This design comes from an exercise in tuning for small area and a short achievable clock period on the open sky130 flow, not from production work. Where RTL was checked, it was by simulation tests only, not by an equivalence proof against the original. Power is estimated from default activity; no workload was simulated.

## wip/amber
## pipe_mul
module pipe_mul #(
    parameter int XLEN   = 32,
    parameter int STAGES = 4,
    parameter int TAG_W  = 4
) (
    input  logic                clk_i,
    input  logic                rst_i,
    input  logic                req_i,
    input  logic                flush_i,
    input  logic [1:0]          op_i,
    input  logic [XLEN-1:0]     a_i,
    input  logic [XLEN-1:0]     b_i,
    input  logic [TAG_W-1:0]    tag_i,
    output logic                ready_o,
    output logic [XLEN-1:0]     result_o,
    output logic [2*XLEN-1:0]   product_o,
    output logic [TAG_W-1:0]    tag_o,
    output logic                busy_o
);
Settings: LEC_CHECK=0, ABC_AREA=1, CAP_MARGIN=20, CORE_MARGIN=2, CORE_UTILIZATION=40, CTS_BUF_LIST=sky130_fd_sc_hd__clkbuf_4 sky130_fd_sc_hd__clkbuf_8, CTS_CLUSTER_DIAMETER=40, CTS_CLUSTER_SIZE=16, SETUP_SLACK_MARGIN=5, SLEW_MARGIN=20, SYNTH_HIERARCHICAL=1; clock period 8.5 ns.
standard.sh (not shown) runs the stock make flow with config.mk's settings and CLKGATE_MAP_FILE= SYNTH_SCRIPT=/design/flow/synth_recipe.tcl, a recipe that flattens the netlist after the stock synthesis.
==> flow/flow/run.sh <==
#!/bin/bash
# Standard layout with plain buf_2 port buffers.
export BUFFER_PORTS_ARGS="-buffer_cell sky130_fd_sc_hd__buf_2"
bash standard.sh > standard.log 2>&1
The following lists how wip/lagoon was set up differently from wip/amber:
==> flow/flow/run.sh <==
#!/bin/bash
# Standard layout with plain buf_2 port buffers and a clock tree without
# dummy loads.
export BUFFER_PORTS_ARGS="-buffer_cell sky130_fd_sc_hd__buf_2"
export CTS_ARGS="-sink_clustering_enable -repair_clock_nets -sink_clustering_size 16 -sink_clustering_max_diameter 40 -buf_list {sky130_fd_sc_hd__clkbuf_4 sky130_fd_sc_hd__clkbuf_8} -dont_use_dummy_load"
bash standard.sh > standard.log 2>&1
Findings:
Status: number of nets in the layout parity (wip/lagoon, wip/amber). The faster design of the two is wip/amber; wip/lagoon tops out lower. wip/amber → wip/lagoon: count of clock-buffer cells in the layout shrank by about 8%, final clock period utilization by the worst path held steady, total vias in the final route saw a decrease, clock skew higher. From wip/amber to wip/lagoon the numbers moved as follows: worst setup slack shows a reduction of 0.013 ns; total power shows a reduction of about 5%; clock-pin slew of the registers on the worst-case setup and hold paths shows no meaningful change.
### wip/lagoon -> wip/juniper
==> flow/flow/run.sh <==
#!/bin/bash
export BUFFER_PORTS_ARGS="-buffer_cell sky130_fd_sc_hd__buf_2"
bash standard.sh SETUP_SLACK_MARGIN=5.3 finish > standard.log 2>&1
Notes after the runs:
wip/juniper: PASS, flow complete, no timing, DRC or antenna violations
Going from wip/lagoon to wip/juniper, largest stage delay on the critical path dropped 0.60 ns; routed wire length grew by about 6%; number of clock buffers in the layout increased 6; post-route non-filler standard cell count shows an increase of about 3%.
wip/juniper gives more number of nets in the final layout than wip/lagoon did.
Total power: wip/juniper above wip/lagoon
wip/juniper reports a higher layout-stage area growth over the synthesis result than wip/lagoon does.
[wip/juniper] hold slack rose 0.049 ns relative to wip/lagoon
Changes in wip/umber relative to wip/juniper:
- CTS_CLUSTER_SIZE: 16 -> 20
==> flow/flow/run.sh <==
#!/bin/bash
# Standard layout with plain buf_2 port buffers.
export BUFFER_PORTS_ARGS="-buffer_cell sky130_fd_sc_hd__buf_2"
bash standard.sh > standard.log 2>&1
- [wip/umber vs wip/juniper] cell count: lower in wip/umber
- Compared to wip/juniper, wip/umber has utilization 1.8 points lower.
- wip/umber vs wip/juniper — total power dropped about 2.6%.
- From wip/juniper to wip/umber, post-route setup TNS did not move at all.
- Multi-input combinational cell area was lower in wip/umber than in wip/juniper.
- When the final numbers for wip/juniper and wip/umber were put side by side, the sequential share of cell area turned out to be smaller in wip/juniper.
- Going from wip/juniper to wip/umber, arrival time at the worst endpoint rose 2.30 ns; fmax about even.
- Diff wip/juniper -> wip/umber: setup slack fell by 0.0092 ns; time the worst path needs with I/O delays and setup rose by 0.0092 ns.

========
pipe_mul, a different RTL version from the one above (not shown whole).
For scale: roughly 3300 cells after synthesis, roughly 450 flip-flops, about 180 I/O pins, about 34000 um2 of cells after synthesis.
==> flow/config.mk <==
export PLATFORM = sky130hd
export DESIGN_NAME = pipe_mul
export DESIGN_NICKNAME = pipe_mul
export VERILOG_FILES = /design/flow/design.v
export SDC_FILE = /design/flow/constraint.sdc
export NUM_CORES = 4
export LEC_CHECK = 0
export ABC_AREA = 1
export CAP_MARGIN = 20
export CORE_MARGIN = 2
export CORE_UTILIZATION = 40
export CTS_BUF_LIST = sky130_fd_sc_hd__clkbuf_4 sky130_fd_sc_hd__clkbuf_8
export CTS_CLUSTER_DIAMETER = 40
export CTS_CLUSTER_SIZE = 16
export SETUP_SLACK_MARGIN = 5
export SLEW_MARGIN = 20
export SYNTH_HIERARCHICAL = 1
==> flow/constraint.sdc <==
create_clock -name core_clock -period 8.5 [get_ports {clk_i}]
set_input_delay 1.7000 -clock core_clock [delete_from_list [all_inputs] [get_ports {clk_i}]]
set_output_delay 1.7000 -clock core_clock [all_outputs]
set_load 0.01 [all_outputs]
==> flow/flow/run.sh <==
#!/bin/bash
# Standard layout with plain buf_2 port buffers and a clock tree without
# dummy loads; timing repair aims past the design's period (the SDC and its
# period are unchanged).
export BUFFER_PORTS_ARGS="-buffer_cell sky130_fd_sc_hd__buf_2"
export CTS_ARGS="-sink_clustering_enable -repair_clock_nets -sink_clustering_size 16 -sink_clustering_max_diameter 40 -buf_list {sky130_fd_sc_hd__clkbuf_4 sky130_fd_sc_hd__clkbuf_8} -dont_use_dummy_load"
bash standard.sh SETUP_SLACK_MARGIN=5.4 finish > standard.log 2>&1
Then changed:
--- a/flow/flow/run.sh
+++ b/flow/flow/run.sh
@@ -5,3 +5,3 @@
 export BUFFER_PORTS_ARGS="-buffer_cell sky130_fd_sc_hd__buf_2"
 export CTS_ARGS="-sink_clustering_enable -repair_clock_nets -sink_clustering_size 16 -sink_clustering_max_diameter 40 -buf_list {sky130_fd_sc_hd__clkbuf_4 sky130_fd_sc_hd__clkbuf_8} -dont_use_dummy_load"
-bash standard.sh SETUP_SLACK_MARGIN=5.4 finish > standard.log 2>&1
+bash standard.sh SETUP_SLACK_MARGIN=5.3 finish > standard.log 2>&1
After rerunning: Critical path depth is unchanged; routed wire length goes down by a few percent; non-clock buffer count goes down by 116; area after synthesis does not change; utilization goes down by 2.1 points; via count goes down by a few percent; sequential share of layout area goes up by 0.81 points.
Function was not checked in any run of this note: the RTL went through the layout flow alone.

[separate check: timing with driven ports]
Ports are ideal in the flow. The routed layouts listed here were re-timed in OpenROAD.
Step 1, drivers: a clkbuf_16 drives clk_i and a buf_2 each remaining input, both assumed.
Step 2 moves the port delays by t, midway between the first and last clock arrival at a register: inputs arrive t later, outputs are due t later. That takes back most of the time a late clock gives input paths.
a / b / c = ideal / step 1 / step 2; a / b = the first two.
run | t (ns) | slack for setup (ns) | hold slack, ns
wip/amber | 0.742 | 5.056 / 4.998 / 5.056 | 0.311 / 0.311 / 0.311
wip/lagoon | 0.707 | 5.043 / 5.029 / 5.043 | 0.260 / 0.260 / 0.260
wip/juniper | 0.743 | 5.069 / 5.002 / 5.258 | 0.309 / 0.309 / 0.309
wip/umber | 0.748 | 5.060 / 4.995 / 5.060 | 0.310 / 0.310 / 0.310
the first run of note 2 | 0.699 | 5.205 / 5.141 / 4.902 | 0.256 / 0.256 / 0.256
the second run of note 2 | 0.740 | 5.160 / 5.096 / 5.000 | 0.291 / 0.291 / 0.291
After both steps setup and hold are still met in every run listed. The setup slack of the first run of note 2, which loses most, moves by -0.064 ns with the drivers and by -0.303 ns with both steps.
